Source: an optimization exercise on an open RTL-to-GDS flow (aim: small area). Production flows keep margins and buffers that such runs may drop.
In this exercise RTL edits were held to simulation tests only and were not proved equivalent to the original.
Power is estimated from default activity; no workload was simulated. No driver is modelled on the clock port, so clocking that relies on it looks cheaper here than on a real chip.

## spi_slave_top
module spi_slave_top (
    input  logic       sclk_i,
    input  logic       rst_n,
    input  logic       spi_sck_i,
    input  logic       spi_cs_n_i,
    input  logic       spi_mosi_i,
    output logic       spi_miso_o,
    input  logic       cfg_rd_i,
    input  logic [1:0] cfg_bank_i,
    input  logic [7:0] cfg_addr_i,
    output logic [7:0] cfg_rdata_o,
    input  logic       pat_done_clr_i,
    input  logic       erase_done_clr_i,
    output logic       pat_done_o,
    output logic       erase_done_o,
    output logic [7:0] erase_ctrl_o,
    output logic [1:0] led_o,
    output logic [7:0] cmd_o
);
    localparam logic [1:0] ST_CMD = 2'd0, ST_ADDR = 2'd1, ST_DUMMY = 2'd2, ST_DATA = 2'd3;
    logic sck1_q, sck2_q, sck3_q, sck4_q, sck5_q;
    logic cs1_q, cs2_q;
    logic mosi1_q, mosi2_q;
    always_ff @(posedge sclk_i or negedge rst_n) begin
        if (!rst_n) begin
  ...
For scale: roughly 3900 cells after synthesis, roughly 47 I/O pins.
clock: 10.0 ns
lec_check: 0
cap_margin: 20
core_margin: 2
core_utilization: 72
cts_cluster_diameter: 100
cts_cluster_size: 30
slew_margin: 20
synth_hierarchical: 1
run.sh (not shown) runs the stock make flow with config.mk's settings and CLKGATE_MAP_FILE= SYNTH_SCRIPT=/design/flow/synth_recipe.tcl, a recipe that flattens the netlist after the stock synthesis.
Rerun with:
==> flow/flow/run.sh (new file) <==
#!/bin/bash
set -euo pipefail
export BUFFER_PORTS_ARGS="-buffer_cell sky130_fd_sc_hd__buf_1"
export CTS_ARGS="-sink_clustering_enable -repair_clock_nets -sink_clustering_size 30 -sink_clustering_max_diameter 100 -dont_use_dummy_load"
bash standard.sh > standard.log 2>&1
==> flow/standard.sh (new file) <==
#!/bin/bash
# synth_recipe.tcl (not shown) runs the flow's synth.tcl, then flattens the netlist and writes it again
# the make line also repeats each setting of config.mk as NAME=value (left out here)
make -C /OpenROAD-flow-scripts/flow DESIGN_CONFIG=/design/flow/config.mk WORK_HOME=/design/flow/orfs CLKGATE_MAP_FILE= SYNTH_SCRIPT=/design/flow/synth_recipe.tcl "${@:-finish}"
removed: flow/run.sh
Worst setup slack is worse by 0.028 ns.
Count of clock-buffer cells in the layout went down by 11.
Register-to-register slack is worse by 0.03 ns.
Via count came out lower by 0.40%.
Flip-flop and latch count does not change.
Total power fell by 1.4%.
Sequential power barely changes.

---

== alpha ==
The RTL this note starts from:
==> flow/design.v <==
module spi_slave_top (
    input  logic       sclk_i,
    input  logic       rst_n,
    input  logic       spi_sck_i,
    input  logic       spi_cs_n_i,
    input  logic       spi_mosi_i,
    output logic       spi_miso_o,
    input  logic       cfg_rd_i,
    input  logic [1:0] cfg_bank_i,
    input  logic [7:0] cfg_addr_i,
    output logic [7:0] cfg_rdata_o,
    input  logic       pat_done_clr_i,
    input  logic       erase_done_clr_i,
    output logic       pat_done_o,
    output logic       erase_done_o,
    output logic [7:0] erase_ctrl_o,
    output logic [1:0] led_o,
    output logic [7:0] cmd_o
);
    localparam logic [1:0] ST_CMD = 2'd0, ST_ADDR = 2'd1, ST_DUMMY = 2'd2, ST_DATA = 2'd3;
    logic sck1_q, sck2_q, sck3_q, sck4_q, sck5_q;
    logic cs1_q, cs2_q;
    logic mosi1_q, mosi2_q;
    always_ff @(posedge sclk_i or negedge rst_n) begin
        if (!rst_n) begin
            cs1_q <= 1'b1;
            cs2_q <= 1'b1;
        end
        else begin
            cs1_q <= spi_cs_n_i;
            cs2_q <= cs1_q;
        end
    end
    always_ff @(posedge sclk_i) begin
        sck1_q  <= spi_sck_i;
        sck2_q  <= sck1_q;
        sck3_q  <= sck2_q;
        sck4_q  <= sck3_q;
        sck5_q  <= sck4_q;
        mosi1_q <= spi_mosi_i;
        mosi2_q <= mosi1_q;
    end
    logic active, rise;
    assign active = ~cs2_q;
    assign rise   = sck4_q & ~sck5_q;
    logic [7:0] shift_q;
    logic [2:0] bit_q;
    logic [1:0] st_q;
    logic       pend_q;
    logic [7:0] cmd_q;
    logic [7:0] addr_q;
    logic       arm_q;
    logic [7:0] rot_q;
    logic [7:0] sys_q [4];
    logic [7:0] eep_q [4];
    logic       cmd_rd;
    logic [1:0] spi_bank;
    assign cmd_rd   = cmd_q[4];
    assign spi_bank = (cmd_q[3:0] == 4'h4) ? 2'd1 :
                      (cmd_q[3:0] == 4'h2) ? 2'd2 : 2'd0;
    logic [7:0] wpos;
    assign wpos = addr_q + rot_q + 8'd1;
    logic in_wr_data, pat_wr, commit, wr_commit, pat_fire, wp_q;
    logic [7:0] wdata_q;
    assign commit      = pend_q;
    assign in_wr_data  = (st_q == ST_DATA) & ~cmd_rd;
    assign pat_wr      = in_wr_data & (spi_bank == 2'd1);
    assign wr_commit   = commit & in_wr_data;
    assign pat_fire    = ((commit & pat_wr) | wp_q) & (wpos[6:0] == 7'd0);
    always_ff @(posedge sclk_i) begin
        if (rise) shift_q <= {shift_q[6:0], mosi2_q};
        rot_q <= rot_q + 8'd1;
        if (rise & (bit_q == 3'd7)) wdata_q <= {shift_q[6:0], mosi2_q};
        if (commit & pat_wr) wp_q <= 1'b1;
        if (pat_fire) wp_q <= 1'b0;
        if (commit & (st_q == ST_ADDR)) addr_q <= shift_q;
        else if ((commit & (st_q == ST_DATA) & ~pat_wr) | pat_fire) addr_q <= addr_q + 8'd1;
    end
    always_ff @(posedge sclk_i) begin
        if (!active) begin
            bit_q <= 3'd0;
            arm_q <= 1'b0;
        end
        else begin
            if (rise) bit_q <= bit_q + 3'd1;
            if (commit & (st_q == ST_ADDR))
                arm_q <= ~cmd_rd & (spi_bank == 2'd1) & (shift_q == 8'h00);
        end
    end
    always_ff @(posedge sclk_i or negedge rst_n) begin
        if (!rst_n) begin
            st_q   <= ST_CMD;
            pend_q <= 1'b0;
            cmd_q  <= 8'h00;
        end
        else begin
            pend_q <= rise & (bit_q == 3'd7) & active;
            if (!active) begin
                st_q <= ST_CMD;
            end
            else if (commit) begin
                case (st_q)
                    ST_CMD: begin
                        cmd_q <= shift_q;
                        st_q  <= ST_ADDR;
                    end
                    ST_ADDR:  st_q <= cmd_rd ? ST_DUMMY : ST_DATA;
                    ST_DUMMY: st_q <= ST_DATA;
                    default: ;
                endcase
            end
        end
    end
    always_ff @(posedge sclk_i or negedge rst_n) begin
        if (!rst_n) begin
            for (int i = 0; i < 4; i++) begin
                sys_q[i] <= 8'h00;
                eep_q[i] <= 8'h00;
            end
            pat_done_o   <= 1'b0;
            erase_done_o <= 1'b0;
        end
        else begin
            if (wr_commit && spi_bank == 2'd0) begin
                if (addr_q == 8'h04) sys_q[0] <= shift_q;
                if (addr_q == 8'h05) sys_q[1] <= shift_q;
                if (addr_q == 8'hF0) sys_q[2] <= shift_q;
                if (addr_q == 8'hF1) sys_q[3] <= shift_q;
            end
            if (wr_commit && spi_bank == 2'd2 && addr_q[7:2] == 6'd0)
                eep_q[addr_q[1:0]] <= shift_q;
            if (pat_done_clr_i) pat_done_o <= 1'b0;
            else if (commit && pat_wr && arm_q && addr_q == 8'h7F) pat_done_o <= 1'b1;
            if (erase_done_clr_i) erase_done_o <= 1'b0;
            else if (wr_commit && spi_bank == 2'd2 && addr_q == 8'h03) erase_done_o <= 1'b1;
        end
    end
    assign cmd_o        = cmd_q;
    assign led_o        = sys_q[0][1:0];
    assign erase_ctrl_o = eep_q[3];
    logic [2047:0] ring_q;
    logic [2047:0] ring_d;
    always_comb begin
        ring_d = {ring_q[2039:0], ring_q[2047:2040]};
        if (pat_fire && !wpos[7]) ring_d[7:0]       = wdata_q;
        if (pat_fire &&  wpos[7]) ring_d[1031:1024] = wdata_q;
    end
    always_ff @(posedge sclk_i) ring_q <= ring_d;
    logic       host;
    logic [1:0] pbank;
    logic [7:0] paddr;
    logic [7:0] pidx;
    logic [7:0] pat_byte;
    logic [7:0] pdata;
    logic       hreq_q;
    logic [1:0] hbank_q;
    logic [7:0] haddr_q;
    always_ff @(posedge sclk_i or negedge rst_n) begin
        if (!rst_n) hreq_q <= 1'b0;
        else hreq_q <= cfg_rd_i;
    end
    always_ff @(posedge sclk_i) begin
        hbank_q <= cfg_bank_i;
        haddr_q <= cfg_addr_i;
    end
    assign host     = hreq_q;
    assign pbank    = host ? hbank_q : spi_bank;
    assign paddr    = host ? haddr_q : addr_q;
    assign pidx     = paddr + rot_q;
    logic [15:0]  hi_n, lo_n;
    logic [255:0] psel;
    logic [7:0]   ring_rd;
    always_comb begin
        for (int i = 0; i < 16; i++) begin
            hi_n[i] = ~(pidx[7:4] == 4'(i));
            lo_n[i] = ~(pidx[3:0] == 4'(i));
        end
    end
    for (genvar i = 0; i < 256; i++) begin : g_sel
        spi_rd_nor2 u_sel (.a(hi_n[i / 16]), .b(lo_n[i % 16]), .y(psel[i]));
    end
    for (genvar b = 0; b < 8; b++) begin : g_rd
        logic [255:0] lane;
        logic [85:0]  grp_n;
        for (genvar i = 0; i < 256; i++) begin : g_lane
            assign lane[i] = ring_q[8*i + b];
        end
        for (genvar k = 0; k < 85; k++) begin : g_aoi
            spi_rd_aoi3 u_aoi (
                .s0(psel[3*k]),     .d0(lane[3*k]),
                .s1(psel[3*k + 1]), .d1(lane[3*k + 1]),
                .s2(psel[3*k + 2]), .d2(lane[3*k + 2]),
                .y (grp_n[k])
            );
        end
        spi_rd_nand2 u_last (.a(psel[255]), .b(lane[255]), .y(grp_n[85]));
        spi_rd_nand86 u_and (.a(grp_n), .y(ring_rd[b]));
    end
    assign pat_byte = (wp_q && paddr == addr_q) ? wdata_q : ring_rd;
    always_comb begin
        pdata = 8'h00;
        case (pbank)
            2'd0: begin
                case (paddr)
                    8'h04: pdata = sys_q[0];
                    8'h05: pdata = sys_q[1];
                    8'hF0: pdata = sys_q[2];
                    8'hF1: pdata = sys_q[3];
                    8'h00: pdata = host ? 8'h00 : 8'h94;
                    8'h01: pdata = host ? 8'h00 : 8'h25;
                    default: pdata = 8'h00;
                endcase
            end
            2'd1: pdata = pat_byte;
            2'd2: begin
                if (paddr[7:2] == 6'd0) pdata = eep_q[paddr[1:0]];
                else if (paddr == 8'h04 && !host) pdata = 8'h0F;
            end
            default: pdata = 8'h00;
        endcase
    end
    always_ff @(posedge sclk_i or negedge rst_n) begin
        if (!rst_n) cfg_rdata_o <= 8'h00;
        else if (host) cfg_rdata_o <= pdata;
    end
    logic miso_q;
    always_ff @(posedge sclk_i) begin
        miso_q <= cmd_rd & (st_q == ST_DATA) & pdata[~bit_q];
    end
    assign spi_miso_o = miso_q;
endmodule
module spi_rd_aoi3 (
    input  logic s0, d0, s1, d1, s2, d2,
    output logic y
);
    assign y = ~((s0 & d0) | (s1 & d1) | (s2 & d2));
endmodule
module spi_rd_nor2 (
    input  logic a, b,
    output logic y
);
    assign y = ~(a | b);
endmodule
module spi_rd_nand2 (
    input  logic a, b,
    output logic y
);
    assign y = ~(a & b);
endmodule
module spi_rd_nand86 (
    input  logic [85:0] a,
    output logic        y
);
    assign y = ~&a;
endmodule
Settings: LEC_CHECK=0, CAP_MARGIN=20, CORE_MARGIN=2, CORE_UTILIZATION=76, CTS_CLUSTER_DIAMETER=100, CTS_CLUSTER_SIZE=33, SLEW_MARGIN=20, SYNTH_HIERARCHICAL=1; clock period 10.0 ns.
standard.sh (not shown) runs the stock make flow with config.mk's settings and CLKGATE_MAP_FILE= SYNTH_SCRIPT=/design/flow/synth_recipe.tcl, a recipe that flattens the netlist after the stock synthesis.
==> flow/flow/run.sh <==
#!/bin/bash
set -euo pipefail
export BUFFER_PORTS_ARGS="-buffer_cell sky130_fd_sc_hd__buf_1"
export CTS_ARGS="-sink_clustering_enable -repair_clock_nets -sink_clustering_size 33 -sink_clustering_max_diameter 100 -dont_use_dummy_load"
bash standard.sh > standard.log 2>&1
Looking at the reports, alpha completed the entire flow and the layout it produced met the timing, DRC and antenna checks.
The inputs of epsilon differ from those of alpha as listed below.
Settings: CORE_UTILIZATION changed from 76 to 72; CTS_CLUSTER_SIZE changed from 33 to 30.
==> flow/flow/run.sh <==
#!/bin/bash
set -euo pipefail
export BUFFER_PORTS_ARGS="-buffer_cell sky130_fd_sc_hd__buf_1"
export CTS_ARGS="-sink_clustering_enable -repair_clock_nets -sink_clustering_size 30 -sink_clustering_max_diameter 100 -dont_use_dummy_load"
bash standard.sh > standard.log 2>&1
### Flow results
met1 usage in global routing for epsilon: 1.5 points down relative to alpha. Comparing alpha and epsilon, the higher total design power was measured on epsilon. Delta (epsilon minus alpha): sum of buffers and inverters on the critical path went down 1, max capacitance violation total held, actual slew at the worst max-slew pin went down 0.033 ns, post-route minimum period went down 0.30 ns. Status: via count parity (alpha, epsilon). Wire length (lower): alpha. Looking at maximum frequency across alpha and epsilon, the one that comes out higher is epsilon. For the routed wire length on met3, epsilon came in about 1% lower than alpha did.

-- afterwards: timing with drivers on the ports --
In the flow no input, the clock included, has a driving cell. The finished layouts below were timed again as built, in two steps. Step 1 assumes that a clkbuf_16 drives the clock port and a buf_2 every other input. Step 2, shift: input delay + t, output delay - t, t = (earliest + latest rising clock arrival at the registers) / 2. This alone moves slack from input paths to output paths. Slacks: ideal / step 1 / step 2; pairs: ideal / step 1.
| run | t, ns | slack for setup (ns) | worst setup path at the end | cell pins on the clock port's net |
|---|---|---|---|---|
| the first run of note 1 | 0.756 | 1.672 / 1.672 / 1.672 | register to register | 1 |
| the second run of note 1 | 0.736 | 1.644 / 1.644 / 1.644 | register to register | 1 |
| alpha | 0.731 | 0.796 / 0.796 / 0.796 | register to register | 1 |
| epsilon | 0.718 | 1.098 / 1.098 / 1.098 | register to register | 1 |
After both steps every run listed still meets setup and hold.
